This design comes from an exercise in tuning for small area, a short achievable clock period and few clock cycles per item on the open sky130 flow, not from production work. For this run, only the layout was checked, not whether the RTL still works. Power is estimated from default activity; no workload was simulated.

--- flow/config.mk ---
export PLATFORM = sky130hd
export DESIGN_NAME = carry_select_adder
export DESIGN_NICKNAME = carry_select_adder
export VERILOG_FILES = /design/flow/design.v
export SDC_FILE = /design/flow/constraint.sdc
export NUM_CORES = 4
export LEC_CHECK = 0
export ABC_AREA = 1
export CAP_MARGIN = 20
export CORE_MARGIN = 2
export CORE_UTILIZATION = 40
export SLEW_MARGIN = 20
--- flow/design.v ---
`timescale 1ns/1ns
`default_nettype none
module carry_select_adder #(
    parameter int WIDTH = 64
) (
    input  logic             clk,
    input  logic             arst_n,
    input  logic             in_valid,
    input  logic             cin,
    input  logic [WIDTH-1:0] a,
    input  logic [WIDTH-1:0] b,
    output logic             out_valid,
    output logic             cout,
    output logic [WIDTH-1:0] sum
);
    wire [31:0] lo_a = a[31:0];
    wire [31:0] lo_b = b[31:0];
    wire [31:0] hi_a = a[63:32];
    wire [31:0] hi_b = b[63:32];
    wire [31:0] lo_p = lo_a ^ lo_b;
    wire [31:0] lo_g0 = {lo_a[31:1] & lo_b[31:1], (lo_a[0] & lo_b[0]) | (lo_p[0] & cin)};
    wire [31:0] lo_t0 = {lo_p[31:1], 1'b0};
    wire lo_g_1_1 = lo_g0[1] | (lo_t0[1] & lo_g0[0]);
    wire lo_t_1_1 = lo_t0[1] & lo_t0[0];
    wire lo_g_1_3 = lo_g0[3] | (lo_t0[3] & lo_g0[2]);
    wire lo_t_1_3 = lo_t0[3] & lo_t0[2];
    wire lo_g_1_5 = lo_g0[5] | (lo_t0[5] & lo_g0[4]);
    wire lo_t_1_5 = lo_t0[5] & lo_t0[4];
    wire lo_g_1_7 = lo_g0[7] | (lo_t0[7] & lo_g0[6]);
    wire lo_t_1_7 = lo_t0[7] & lo_t0[6];
    wire lo_g_1_9 = lo_g0[9] | (lo_t0[9] & lo_g0[8]);
    wire lo_t_1_9 = lo_t0[9] & lo_t0[8];
    wire lo_g_1_11 = lo_g0[11] | (lo_t0[11] & lo_g0[10]);
    wire lo_t_1_11 = lo_t0[11] & lo_t0[10];
    wire lo_g_1_13 = lo_g0[13] | (lo_t0[13] & lo_g0[12]);
    wire lo_t_1_13 = lo_t0[13] & lo_t0[12];
    wire lo_g_1_15 = lo_g0[15] | (lo_t0[15] & lo_g0[14]);
    wire lo_t_1_15 = lo_t0[15] & lo_t0[14];
    wire lo_g_1_17 = lo_g0[17] | (lo_t0[17] & lo_g0[16]);
    wire lo_t_1_17 = lo_t0[17] & lo_t0[16];
    wire lo_g_1_19 = lo_g0[19] | (lo_t0[19] & lo_g0[18]);
    wire lo_t_1_19 = lo_t0[19] & lo_t0[18];
    wire lo_g_1_21 = lo_g0[21] | (lo_t0[21] & lo_g0[20]);
    wire lo_t_1_21 = lo_t0[21] & lo_t0[20];
    wire lo_g_1_23 = lo_g0[23] | (lo_t0[23] & lo_g0[22]);
    wire lo_t_1_23 = lo_t0[23] & lo_t0[22];
    wire lo_g_1_25 = lo_g0[25] | (lo_t0[25] & lo_g0[24]);
    wire lo_t_1_25 = lo_t0[25] & lo_t0[24];
    wire lo_g_1_27 = lo_g0[27] | (lo_t0[27] & lo_g0[26]);
    wire lo_t_1_27 = lo_t0[27] & lo_t0[26];
    wire lo_g_1_29 = lo_g0[29] | (lo_t0[29] & lo_g0[28]);
    wire lo_t_1_29 = lo_t0[29] & lo_t0[28];
    wire lo_g_1_31 = lo_g0[31] | (lo_t0[31] & lo_g0[30]);
    wire lo_t_1_31 = lo_t0[31] & lo_t0[30];
    wire lo_g_2_3 = lo_g_1_3 | (lo_t_1_3 & lo_g_1_1);
    wire lo_t_2_3 = lo_t_1_3 & lo_t_1_1;
    wire lo_g_2_7 = lo_g_1_7 | (lo_t_1_7 & lo_g_1_5);
    wire lo_t_2_7 = lo_t_1_7 & lo_t_1_5;
    wire lo_g_2_11 = lo_g_1_11 | (lo_t_1_11 & lo_g_1_9);
    wire lo_t_2_11 = lo_t_1_11 & lo_t_1_9;
    wire lo_g_2_15 = lo_g_1_15 | (lo_t_1_15 & lo_g_1_13);
    wire lo_t_2_15 = lo_t_1_15 & lo_t_1_13;
    wire lo_g_2_19 = lo_g_1_19 | (lo_t_1_19 & lo_g_1_17);
    wire lo_t_2_19 = lo_t_1_19 & lo_t_1_17;
    wire lo_g_2_23 = lo_g_1_23 | (lo_t_1_23 & lo_g_1_21);
    wire lo_t_2_23 = lo_t_1_23 & lo_t_1_21;
    wire lo_g_2_27 = lo_g_1_27 | (lo_t_1_27 & lo_g_1_25);
    wire lo_t_2_27 = lo_t_1_27 & lo_t_1_25;
    wire lo_g_2_31 = lo_g_1_31 | (lo_t_1_31 & lo_g_1_29);
    wire lo_t_2_31 = lo_t_1_31 & lo_t_1_29;
    wire lo_g_3_7 = lo_g_2_7 | (lo_t_2_7 & lo_g_2_3);
    wire lo_t_3_7 = lo_t_2_7 & lo_t_2_3;
    wire lo_g_3_15 = lo_g_2_15 | (lo_t_2_15 & lo_g_2_11);
    wire lo_t_3_15 = lo_t_2_15 & lo_t_2_11;
    wire lo_g_3_23 = lo_g_2_23 | (lo_t_2_23 & lo_g_2_19);
    wire lo_t_3_23 = lo_t_2_23 & lo_t_2_19;
    wire lo_g_3_31 = lo_g_2_31 | (lo_t_2_31 & lo_g_2_27);
    wire lo_t_3_31 = lo_t_2_31 & lo_t_2_27;
    wire lo_g_4_15 = lo_g_3_15 | (lo_t_3_15 & lo_g_3_7);
    wire lo_t_4_15 = lo_t_3_15 & lo_t_3_7;
    wire lo_g_4_31 = lo_g_3_31 | (lo_t_3_31 & lo_g_3_23);
    wire lo_t_4_31 = lo_t_3_31 & lo_t_3_23;
    wire lo_g_5_31 = lo_g_4_31 | (lo_t_4_31 & lo_g_4_15);
    wire lo_t_5_31 = lo_t_4_31 & lo_t_4_15;
    wire lo_g_6_23 = lo_g_3_23 | (lo_t_3_23 & lo_g_4_15);
    wire lo_t_6_23 = lo_t_3_23 & lo_t_4_15;
    wire lo_g_7_11 = lo_g_2_11 | (lo_t_2_11 & lo_g_3_7);
    wire lo_t_7_11 = lo_t_2_11 & lo_t_3_7;
    wire lo_g_7_19 = lo_g_2_19 | (lo_t_2_19 & lo_g_4_15);
    wire lo_t_7_19 = lo_t_2_19 & lo_t_4_15;
    wire lo_g_7_27 = lo_g_2_27 | (lo_t_2_27 & lo_g_6_23);
    wire lo_t_7_27 = lo_t_2_27 & lo_t_6_23;
    wire lo_g_8_5 = lo_g_1_5 | (lo_t_1_5 & lo_g_2_3);
    wire lo_t_8_5 = lo_t_1_5 & lo_t_2_3;
    wire lo_g_8_9 = lo_g_1_9 | (lo_t_1_9 & lo_g_3_7);
    wire lo_t_8_9 = lo_t_1_9 & lo_t_3_7;
    wire lo_g_8_13 = lo_g_1_13 | (lo_t_1_13 & lo_g_7_11);
    wire lo_t_8_13 = lo_t_1_13 & lo_t_7_11;
    wire lo_g_8_17 = lo_g_1_17 | (lo_t_1_17 & lo_g_4_15);
    wire lo_t_8_17 = lo_t_1_17 & lo_t_4_15;
    wire lo_g_8_21 = lo_g_1_21 | (lo_t_1_21 & lo_g_7_19);
    wire lo_t_8_21 = lo_t_1_21 & lo_t_7_19;
    wire lo_g_8_25 = lo_g_1_25 | (lo_t_1_25 & lo_g_6_23);
    wire lo_t_8_25 = lo_t_1_25 & lo_t_6_23;
    wire lo_g_8_29 = lo_g_1_29 | (lo_t_1_29 & lo_g_7_27);
    wire lo_t_8_29 = lo_t_1_29 & lo_t_7_27;
    wire lo_g_9_2 = lo_g0[2] | (lo_t0[2] & lo_g_1_1);
    wire lo_t_9_2 = lo_t0[2] & lo_t_1_1;
    wire lo_g_9_4 = lo_g0[4] | (lo_t0[4] & lo_g_2_3);
    wire lo_t_9_4 = lo_t0[4] & lo_t_2_3;
    wire lo_g_9_6 = lo_g0[6] | (lo_t0[6] & lo_g_8_5);
    wire lo_t_9_6 = lo_t0[6] & lo_t_8_5;
    wire lo_g_9_8 = lo_g0[8] | (lo_t0[8] & lo_g_3_7);
    wire lo_t_9_8 = lo_t0[8] & lo_t_3_7;
    wire lo_g_9_10 = lo_g0[10] | (lo_t0[10] & lo_g_8_9);
    wire lo_t_9_10 = lo_t0[10] & lo_t_8_9;
    wire lo_g_9_12 = lo_g0[12] | (lo_t0[12] & lo_g_7_11);
    wire lo_t_9_12 = lo_t0[12] & lo_t_7_11;
    wire lo_g_9_14 = lo_g0[14] | (lo_t0[14] & lo_g_8_13);
    wire lo_t_9_14 = lo_t0[14] & lo_t_8_13;
    wire lo_g_9_16 = lo_g0[16] | (lo_t0[16] & lo_g_4_15);
    wire lo_t_9_16 = lo_t0[16] & lo_t_4_15;
    wire lo_g_9_18 = lo_g0[18] | (lo_t0[18] & lo_g_8_17);
    wire lo_t_9_18 = lo_t0[18] & lo_t_8_17;
    wire lo_g_9_20 = lo_g0[20] | (lo_t0[20] & lo_g_7_19);
    wire lo_t_9_20 = lo_t0[20] & lo_t_7_19;
    wire lo_g_9_22 = lo_g0[22] | (lo_t0[22] & lo_g_8_21);
    wire lo_t_9_22 = lo_t0[22] & lo_t_8_21;
    wire lo_g_9_24 = lo_g0[24] | (lo_t0[24] & lo_g_6_23);
    wire lo_t_9_24 = lo_t0[24] & lo_t_6_23;
    wire lo_g_9_26 = lo_g0[26] | (lo_t0[26] & lo_g_8_25);
    wire lo_t_9_26 = lo_t0[26] & lo_t_8_25;
    wire lo_g_9_28 = lo_g0[28] | (lo_t0[28] & lo_g_7_27);
    wire lo_t_9_28 = lo_t0[28] & lo_t_7_27;
    wire lo_g_9_30 = lo_g0[30] | (lo_t0[30] & lo_g_8_29);
    wire lo_t_9_30 = lo_t0[30] & lo_t_8_29;
    wire [32:0] lo_c = {lo_g_5_31, lo_g_9_30, lo_g_8_29, lo_g_9_28, lo_g_7_27, lo_g_9_26, lo_g_8_25, lo_g_9_24, lo_g_6_23, lo_g_9_22, lo_g_8_21, lo_g_9_20, lo_g_7_19, lo_g_9_18, lo_g_8_17, lo_g_9_16, lo_g_4_15, lo_g_9_14, lo_g_8_13, lo_g_9_12, lo_g_7_11, lo_g_9_10, lo_g_8_9, lo_g_9_8, lo_g_3_7, lo_g_9_6, lo_g_8_5, lo_g_9_4, lo_g_2_3, lo_g_9_2, lo_g_1_1, lo_g0[0], cin};
    wire [31:0] lo_s = lo_p ^ lo_c[31:0];
    wire [31:0] hi_p = hi_a ^ hi_b;
    wire [31:0] hi_g0 = hi_a & hi_b;
    wire [31:0] hi_t0 = {hi_p[31:1], 1'b0};
    wire hi_g_1_1 = hi_g0[1] | (hi_t0[1] & hi_g0[0]);
    wire hi_t_1_1 = hi_t0[1] & hi_t0[0];
    wire hi_g_1_3 = hi_g0[3] | (hi_t0[3] & hi_g0[2]);
    wire hi_t_1_3 = hi_t0[3] & hi_t0[2];
    wire hi_g_1_5 = hi_g0[5] | (hi_t0[5] & hi_g0[4]);
    wire hi_t_1_5 = hi_t0[5] & hi_t0[4];
    wire hi_g_1_7 = hi_g0[7] | (hi_t0[7] & hi_g0[6]);
    wire hi_t_1_7 = hi_t0[7] & hi_t0[6];
    wire hi_g_1_9 = hi_g0[9] | (hi_t0[9] & hi_g0[8]);
    wire hi_t_1_9 = hi_t0[9] & hi_t0[8];
    wire hi_g_1_11 = hi_g0[11] | (hi_t0[11] & hi_g0[10]);
    wire hi_t_1_11 = hi_t0[11] & hi_t0[10];
    wire hi_g_1_13 = hi_g0[13] | (hi_t0[13] & hi_g0[12]);
    wire hi_t_1_13 = hi_t0[13] & hi_t0[12];
    wire hi_g_1_15 = hi_g0[15] | (hi_t0[15] & hi_g0[14]);
    wire hi_t_1_15 = hi_t0[15] & hi_t0[14];
    wire hi_g_1_17 = hi_g0[17] | (hi_t0[17] & hi_g0[16]);
    wire hi_t_1_17 = hi_t0[17] & hi_t0[16];
    wire hi_g_1_19 = hi_g0[19] | (hi_t0[19] & hi_g0[18]);
    wire hi_t_1_19 = hi_t0[19] & hi_t0[18];
    wire hi_g_1_21 = hi_g0[21] | (hi_t0[21] & hi_g0[20]);
    wire hi_t_1_21 = hi_t0[21] & hi_t0[20];
    wire hi_g_1_23 = hi_g0[23] | (hi_t0[23] & hi_g0[22]);
    wire hi_t_1_23 = hi_t0[23] & hi_t0[22];
    wire hi_g_1_25 = hi_g0[25] | (hi_t0[25] & hi_g0[24]);
    wire hi_t_1_25 = hi_t0[25] & hi_t0[24];
    wire hi_g_1_27 = hi_g0[27] | (hi_t0[27] & hi_g0[26]);
    wire hi_t_1_27 = hi_t0[27] & hi_t0[26];
    wire hi_g_1_29 = hi_g0[29] | (hi_t0[29] & hi_g0[28]);
    wire hi_t_1_29 = hi_t0[29] & hi_t0[28];
    wire hi_g_1_31 = hi_g0[31] | (hi_t0[31] & hi_g0[30]);
    wire hi_t_1_31 = hi_t0[31] & hi_t0[30];
    wire hi_g_2_3 = hi_g_1_3 | (hi_t_1_3 & hi_g_1_1);
    wire hi_t_2_3 = hi_t_1_3 & hi_t_1_1;
    wire hi_g_2_7 = hi_g_1_7 | (hi_t_1_7 & hi_g_1_5);
    wire hi_t_2_7 = hi_t_1_7 & hi_t_1_5;
    wire hi_g_2_11 = hi_g_1_11 | (hi_t_1_11 & hi_g_1_9);
    wire hi_t_2_11 = hi_t_1_11 & hi_t_1_9;
    wire hi_g_2_15 = hi_g_1_15 | (hi_t_1_15 & hi_g_1_13);
    wire hi_t_2_15 = hi_t_1_15 & hi_t_1_13;
    wire hi_g_2_19 = hi_g_1_19 | (hi_t_1_19 & hi_g_1_17);
    wire hi_t_2_19 = hi_t_1_19 & hi_t_1_17;
    wire hi_g_2_23 = hi_g_1_23 | (hi_t_1_23 & hi_g_1_21);
    wire hi_t_2_23 = hi_t_1_23 & hi_t_1_21;
    wire hi_g_2_27 = hi_g_1_27 | (hi_t_1_27 & hi_g_1_25);
    wire hi_t_2_27 = hi_t_1_27 & hi_t_1_25;
    wire hi_g_2_31 = hi_g_1_31 | (hi_t_1_31 & hi_g_1_29);
    wire hi_t_2_31 = hi_t_1_31 & hi_t_1_29;
    wire hi_g_3_7 = hi_g_2_7 | (hi_t_2_7 & hi_g_2_3);
    wire hi_t_3_7 = hi_t_2_7 & hi_t_2_3;
    wire hi_g_3_15 = hi_g_2_15 | (hi_t_2_15 & hi_g_2_11);
    wire hi_t_3_15 = hi_t_2_15 & hi_t_2_11;
    wire hi_g_3_23 = hi_g_2_23 | (hi_t_2_23 & hi_g_2_19);
    wire hi_t_3_23 = hi_t_2_23 & hi_t_2_19;
    wire hi_g_3_31 = hi_g_2_31 | (hi_t_2_31 & hi_g_2_27);
    wire hi_t_3_31 = hi_t_2_31 & hi_t_2_27;
    wire hi_g_4_15 = hi_g_3_15 | (hi_t_3_15 & hi_g_3_7);
    wire hi_t_4_15 = hi_t_3_15 & hi_t_3_7;
    wire hi_g_4_31 = hi_g_3_31 | (hi_t_3_31 & hi_g_3_23);
    wire hi_t_4_31 = hi_t_3_31 & hi_t_3_23;
    wire hi_g_5_31 = hi_g_4_31 | (hi_t_4_31 & hi_g_4_15);
    wire hi_t_5_31 = hi_t_4_31 & hi_t_4_15;
    wire hi_g_6_23 = hi_g_3_23 | (hi_t_3_23 & hi_g_4_15);
    wire hi_t_6_23 = hi_t_3_23 & hi_t_4_15;
    wire hi_g_7_11 = hi_g_2_11 | (hi_t_2_11 & hi_g_3_7);
    wire hi_t_7_11 = hi_t_2_11 & hi_t_3_7;
    wire hi_g_7_19 = hi_g_2_19 | (hi_t_2_19 & hi_g_4_15);
    wire hi_t_7_19 = hi_t_2_19 & hi_t_4_15;
    wire hi_g_7_27 = hi_g_2_27 | (hi_t_2_27 & hi_g_6_23);
    wire hi_t_7_27 = hi_t_2_27 & hi_t_6_23;
    wire hi_g_8_5 = hi_g_1_5 | (hi_t_1_5 & hi_g_2_3);
    wire hi_t_8_5 = hi_t_1_5 & hi_t_2_3;
    wire hi_g_8_9 = hi_g_1_9 | (hi_t_1_9 & hi_g_3_7);
    wire hi_t_8_9 = hi_t_1_9 & hi_t_3_7;
    wire hi_g_8_13 = hi_g_1_13 | (hi_t_1_13 & hi_g_7_11);
    wire hi_t_8_13 = hi_t_1_13 & hi_t_7_11;
    wire hi_g_8_17 = hi_g_1_17 | (hi_t_1_17 & hi_g_4_15);
    wire hi_t_8_17 = hi_t_1_17 & hi_t_4_15;
    wire hi_g_8_21 = hi_g_1_21 | (hi_t_1_21 & hi_g_7_19);
    wire hi_t_8_21 = hi_t_1_21 & hi_t_7_19;
    wire hi_g_8_25 = hi_g_1_25 | (hi_t_1_25 & hi_g_6_23);
    wire hi_t_8_25 = hi_t_1_25 & hi_t_6_23;
    wire hi_g_8_29 = hi_g_1_29 | (hi_t_1_29 & hi_g_7_27);
    wire hi_t_8_29 = hi_t_1_29 & hi_t_7_27;
    wire hi_g_9_2 = hi_g0[2] | (hi_t0[2] & hi_g_1_1);
    wire hi_t_9_2 = hi_t0[2] & hi_t_1_1;
    wire hi_g_9_4 = hi_g0[4] | (hi_t0[4] & hi_g_2_3);
    wire hi_t_9_4 = hi_t0[4] & hi_t_2_3;
    wire hi_g_9_6 = hi_g0[6] | (hi_t0[6] & hi_g_8_5);
    wire hi_t_9_6 = hi_t0[6] & hi_t_8_5;
    wire hi_g_9_8 = hi_g0[8] | (hi_t0[8] & hi_g_3_7);
    wire hi_t_9_8 = hi_t0[8] & hi_t_3_7;
    wire hi_g_9_10 = hi_g0[10] | (hi_t0[10] & hi_g_8_9);
    wire hi_t_9_10 = hi_t0[10] & hi_t_8_9;
    wire hi_g_9_12 = hi_g0[12] | (hi_t0[12] & hi_g_7_11);
    wire hi_t_9_12 = hi_t0[12] & hi_t_7_11;
    wire hi_g_9_14 = hi_g0[14] | (hi_t0[14] & hi_g_8_13);
    wire hi_t_9_14 = hi_t0[14] & hi_t_8_13;
    wire hi_g_9_16 = hi_g0[16] | (hi_t0[16] & hi_g_4_15);
    wire hi_t_9_16 = hi_t0[16] & hi_t_4_15;
    wire hi_g_9_18 = hi_g0[18] | (hi_t0[18] & hi_g_8_17);
    wire hi_t_9_18 = hi_t0[18] & hi_t_8_17;
    wire hi_g_9_20 = hi_g0[20] | (hi_t0[20] & hi_g_7_19);
    wire hi_t_9_20 = hi_t0[20] & hi_t_7_19;
    wire hi_g_9_22 = hi_g0[22] | (hi_t0[22] & hi_g_8_21);
    wire hi_t_9_22 = hi_t0[22] & hi_t_8_21;
    wire hi_g_9_24 = hi_g0[24] | (hi_t0[24] & hi_g_6_23);
    wire hi_t_9_24 = hi_t0[24] & hi_t_6_23;
    wire hi_g_9_26 = hi_g0[26] | (hi_t0[26] & hi_g_8_25);
    wire hi_t_9_26 = hi_t0[26] & hi_t_8_25;
    wire hi_g_9_28 = hi_g0[28] | (hi_t0[28] & hi_g_7_27);
    wire hi_t_9_28 = hi_t0[28] & hi_t_7_27;
    wire hi_g_9_30 = hi_g0[30] | (hi_t0[30] & hi_g_8_29);
    wire hi_t_9_30 = hi_t0[30] & hi_t_8_29;
    wire [32:0] hi_c = {hi_g_5_31, hi_g_9_30, hi_g_8_29, hi_g_9_28, hi_g_7_27, hi_g_9_26, hi_g_8_25, hi_g_9_24, hi_g_6_23, hi_g_9_22, hi_g_8_21, hi_g_9_20, hi_g_7_19, hi_g_9_18, hi_g_8_17, hi_g_9_16, hi_g_4_15, hi_g_9_14, hi_g_8_13, hi_g_9_12, hi_g_7_11, hi_g_9_10, hi_g_8_9, hi_g_9_8, hi_g_3_7, hi_g_9_6, hi_g_8_5, hi_g_9_4, hi_g_2_3, hi_g_9_2, hi_g_1_1, hi_g0[0], 1'b0};
    wire [31:0] hi_s = hi_p ^ hi_c[31:0];
    logic [31:0] lo_sum_q;
    logic        lo_cout_q;
    logic [31:0] hi_sum_q;
    logic        hi_cout_q;
    always_ff @(posedge clk or negedge arst_n)
    begin
        if (!arst_n)
        begin
            out_valid <= 1'b0;
        end
        else
        begin
            out_valid <= in_valid;
        end
    end
    always_ff @(posedge clk)
    begin
        lo_sum_q  <= lo_s;
        lo_cout_q <= lo_c[32];
        hi_sum_q  <= hi_s;
        hi_cout_q <= hi_c[32];
    end
    assign sum[31:0]  = lo_sum_q;
    assign sum[63:32] = hi_sum_q + {31'd0, lo_cout_q};
    assign cout       = hi_cout_q | (lo_cout_q & (&hi_sum_q));
endmodule
`default_nettype wire
--- flow/standard.sh ---
#!/bin/bash
# synth_recipe.tcl (not shown) runs the flow's synth.tcl, then flattens the netlist and writes it again
# the make line also repeats each setting of config.mk as NAME=value (left out here)
make -C /OpenROAD-flow-scripts/flow DESIGN_CONFIG=/design/flow/config.mk WORK_HOME=/design/flow/orfs CLKGATE_MAP_FILE= SYNTH_SCRIPT=/design/flow/synth_recipe.tcl "${@:-finish}"
--- flow/constraint.sdc ---
create_clock -name core_clock -period 3.5 [get_ports {clk}]
set_input_delay 0.7000 -clock core_clock [delete_from_list [all_inputs] [get_ports {clk}]]
set_output_delay 0.7000 -clock core_clock [all_outputs]
set_load 0.01 [all_outputs]
--- flow/flow/run.sh ---
#!/bin/bash
# Standard layout, but the port buffers are plain buf cells instead of the
# delay buffer buffer_ports picks by itself.
set -euo pipefail
cd "$(dirname "$0")/.."
export BUFFER_PORTS_ARGS="-buffer_cell ${PORT_BUF:-sky130_fd_sc_hd__buf_1}"
export ADDER_MAP_FILE=
bash standard.sh > standard_flow.log 2>&1
==> out/metrics.csv <==
stage;metric;value;unit
outcome;status;finished clean;
yosys;synthesized flop and latch total;67;
flow_run;max-cap violation count;0;
floorplan;CORE AREA;10790;µm²
min_path;Worst Hold Class;primary input to async pin;
critical_path;Worst Path Buf+Inv;1;
routing;DR DRC count;0;
pwr;Clock power frac;32.4;%
cells_and_area;P&R area growth vs syn;30.52;%
yosys;Synth area leaders;dfxtp_1 30%, nand2_1 15%, nor2_1 13%, xor2_1 12%, a21oi_1 5.6%;
routing;via count;4746;
sta;Final Slew Violations;0;
critical_path;Worst EP arrival;2760;ps
pwr;power density over cell area;460.5;nW/µm²
routing;post-detailed-route wirelength per cell;10.32;µm
yosys;count leader, synth;nand2_1;
cells_and_area;Nets;1041;
yosys;post-synthesis cell type count;31;
placement;PortBufs;197;
yosys;Synth Cell Area;4415;µm²
critical_path;kind of cell adding the most delay to the critical path;simple AND/OR/NAND/NOR gates;
critical_path;critical-path maximum fanout;5;
pwr;sequential power share;38.1;%
sta;Slew Limit Headroom;70.64;%
cells_and_area;post-layout util;53.40;%
global_routing;met1 global-route usage;19.67;%
floorplan;Std-Cell Rows;38;
clocking;deepest clock path buffer count;2;
sta;unrepaired setup endpoints after global routing;true;
critical_path;critical path, cell by cell;nand2_2, nor3b_4, nand2_2, nor3_4, nand2_2, nor2_4, nand2_2, nor2_4, nand2_2, nor4_4, xor2_1, buf_2;
pwr;Pint;1759;µW
critical_path;CP required;2800;ps
pwr;Net Sw Frac;33.72;%
sta;Fin. Hold Viols;0;
cells_and_area;# diodes;0;
global_routing;M3 GR Usage;6.695;%
global_routing;GR Util met2;32.87;%
yosys;Post-synth EDFFs;0;
yosys;post-synthesis area per instance;6.372;µm²
sta;Final min period;3457;ps
critical_path;Startpoint Class;flip-flop;
routing;DR iter-0 viols;151;
global_routing;All-Layer GR Usage;18.54;%
critical_path;Crit Path Class;flip-flop to primary output;
sta;Worst-Margin Slew;437.1;ps
cells_and_area;fillers;1140;
cells_and_area;Sequential cell area;1351;µm²
routing;ANT nets after route;0;
global_routing;grt peak-use layer;met2;
global_routing;total grt overflow;0;
clocking;TritonCTS buffer count;9;
yosys;cell accounting for the most synthesized area;dfxtp_1;
pwr;Peak VDD IR;197.1;µV
routing;final WL;10880;µm
critical_path;critical path's largest stage delay;350;ps
clocking;clk root buf;clkbuf_8;
placement;gpl congestion;0.8703;
floorplan;die span in x;109.1;µm
global_routing;initial antenna violation count;0;
floorplan;Boundary Pins;198;
sta;Fmax;289.3;MHz
floorplan;die footprint;11900;µm²
yosys;Top FF cell, synth;dfxtp_1;
routing;drt via density;4.503;
floorplan;Die Y;109.1;µm
sta;period utilization;98.76;%
clocking;CTS tree;built;
cells_and_area;share of cells above drive strength 1;8.643;%
critical_path;most frequent CP cell;nand2_2;
floorplan;initial core utilization;40.91;%
pwr;NetSw;895.0;µW
clocking;CTS Sinks;67;
sta;setup slack after layout;43.35;ps
yosys;synth cell count leaders;176 x nand2_1, 151 x nor2_1, 66 x dfxtp_1;
yosys;sequential area share after synthesis;30.49;%
pwr;Combinational Power Share;29.4;%
global_routing;number of global-route vias before repair;4328;
pwr;Tot Pwr;2654;µW
yosys;fraction of registers with async set/reset;1.493;%
clocking;CTS clk-pin slew, worst paths;70;ps
placement;pre-CTS setup slack;467.4;ps
yosys;Post-Syn Instances;693;
global_routing;largest net degree at the start of global routing;13;
yosys;Yosys warnings;1;
global_routing;global-route wire length before repair;17460;µm
cells_and_area;combined area of the multi-input logic cells;2856;µm²
yosys;syn nets;825;
pwr;Leak;0.002834;µW
sta;setup violators final;0;
routing;total iterations of the first detailed-routing run;5;
critical_path;Setup crit end kind;primary output;
clocking;H-tree levels;3;
yosys;Synth top area share;29.92;%
critical_path;Slowest-stage cell, CP;dfxtp_2;
placement;Final HPWL DP;9084;µm
[metal layers]
layer | vias to the layer above | share of wire (%)
met4 | 0 | 2.3
met3 | 19 | 9.1
met2 | 139 | 49
li1 | 2585 | -
met5 | - | 0
met1 | 2003 | 40
[cells in the final DEF (no fill, tap or decap), drive strengths merged, types with 2 or more instances in the layout]
master    count
clkinvlp      2
nor4          7
bufinv        4
o221ai        2
a31oi         3
clkinv        5
xnor2        28
clkbuf        9
xor2         62
inv          78
or2           3
nor3          6
buf         205
and2          2
o21ai        15
a21oi        49
a21o          2
dfxtp        66
nand3        19
nand4         3
nand2       183
nor2        156
[path summary, 6_finish.rpt]
check                                     from                   to  cells after the start
worst max-delay path       hi_sum_q[2]$_DFF_P_              sum[62]                     12
worst min-delay path                    arst_n  out_valid$_DFF_PN0_                      1
max in group asynchronous               arst_n  out_valid$_DFF_PN0_                      1
min in group core_clock               in_valid  out_valid$_DFF_PN0_                      1
[cell type report]
class | instances | area share, %
Timing Repair Buffer | 205 | 14.03
Tap cell | 140 | 3.040
Sequential cell | 67 | 23.45
Multi-Input combinational cell | 544 | 49.57
Inverter | 82 | 5.341
Clock inverter | 7 | 2.432
Clock buffer | 9 | 2.149
[power groups by stage]
stage | clock (µW) | combinational [µW] | sequential (µW)
after global placement | 0 | 757 | 1020
after detailed placement | 0 | 765 | 1020
after CTS | 883 | 768 | 1010
after floorplan | 0 | 472 | 1040
final | 861 | 781 | 1010
after global routing | 920 | 885 | 1030
[flip-flops by register name (all words and copies together), names as in the netlist]
signal	count
out_valid	1
lo_cout_q	1
hi_sum_q	32
lo_sum_q	32
hi_cout_q	1
[timing repair]
action / 4_1_cts / 5_1_grt
buffers inserted: 0 / 8
setup endpoints to repair: 0 / 4
hold buffers: 0 / 0
gates resized for setup: 0 / 34
[kinds of logic (layout without fill, tap and decap cells)]
group	count (synthesis)	in the layout	share of synthesized area, %
simple gates	381	381	35.90
xor+xnor	90	90	17.85
buf+inv	82	303	6.971
compound gates	73	73	8.785
flops	67	67	30.49
[per-stage QoR]
| stage | setup TNS, ps | instances | hold slack, ps | cell area, µm² |
|---|---|---|---|---|
| global placement | 0 | 1030 | 462.3 | 5330 |
| finish | 0 | 1054 | 94.22 | 5763 |
| detailed placement | 0 | 1030 | 465.1 | 5330 |
| CTS | 0 | 1046 | 70.85 | 5594 |
| floorplan | 0 | 693 | 404.4 | 4415 |
| global route | -510.7 | 1054 | 81.18 | 5763 |

[port drivers added, routing unchanged]
In the flow no input, the clock included, has a driving cell. The finished layout below was timed again as built, in two steps. Step 1 sets driving cells, clkbuf_16 on the clock port and buf_2 on the other inputs (assumed; they add their load-dependent delay and slew). Step 2, shift: input delay + t, output delay - t, t = (earliest + latest rising clock arrival at the registers) / 2. This alone moves slack from input paths to output paths. a / b / c = no drivers / after step 1 / after step 2; a / b = the first two.
t (ns): 0.384
slack for setup (ns): 0.043 / 0.010 / 0.394
hold WS [ns]: 0.094 / 0.086 / 0.470
worst data-port slew with drivers (ns): 0.06
After both steps this run still meets setup and hold. The setup slack of this run moves by -0.033 ns with the drivers and by +0.351 ns with both steps.
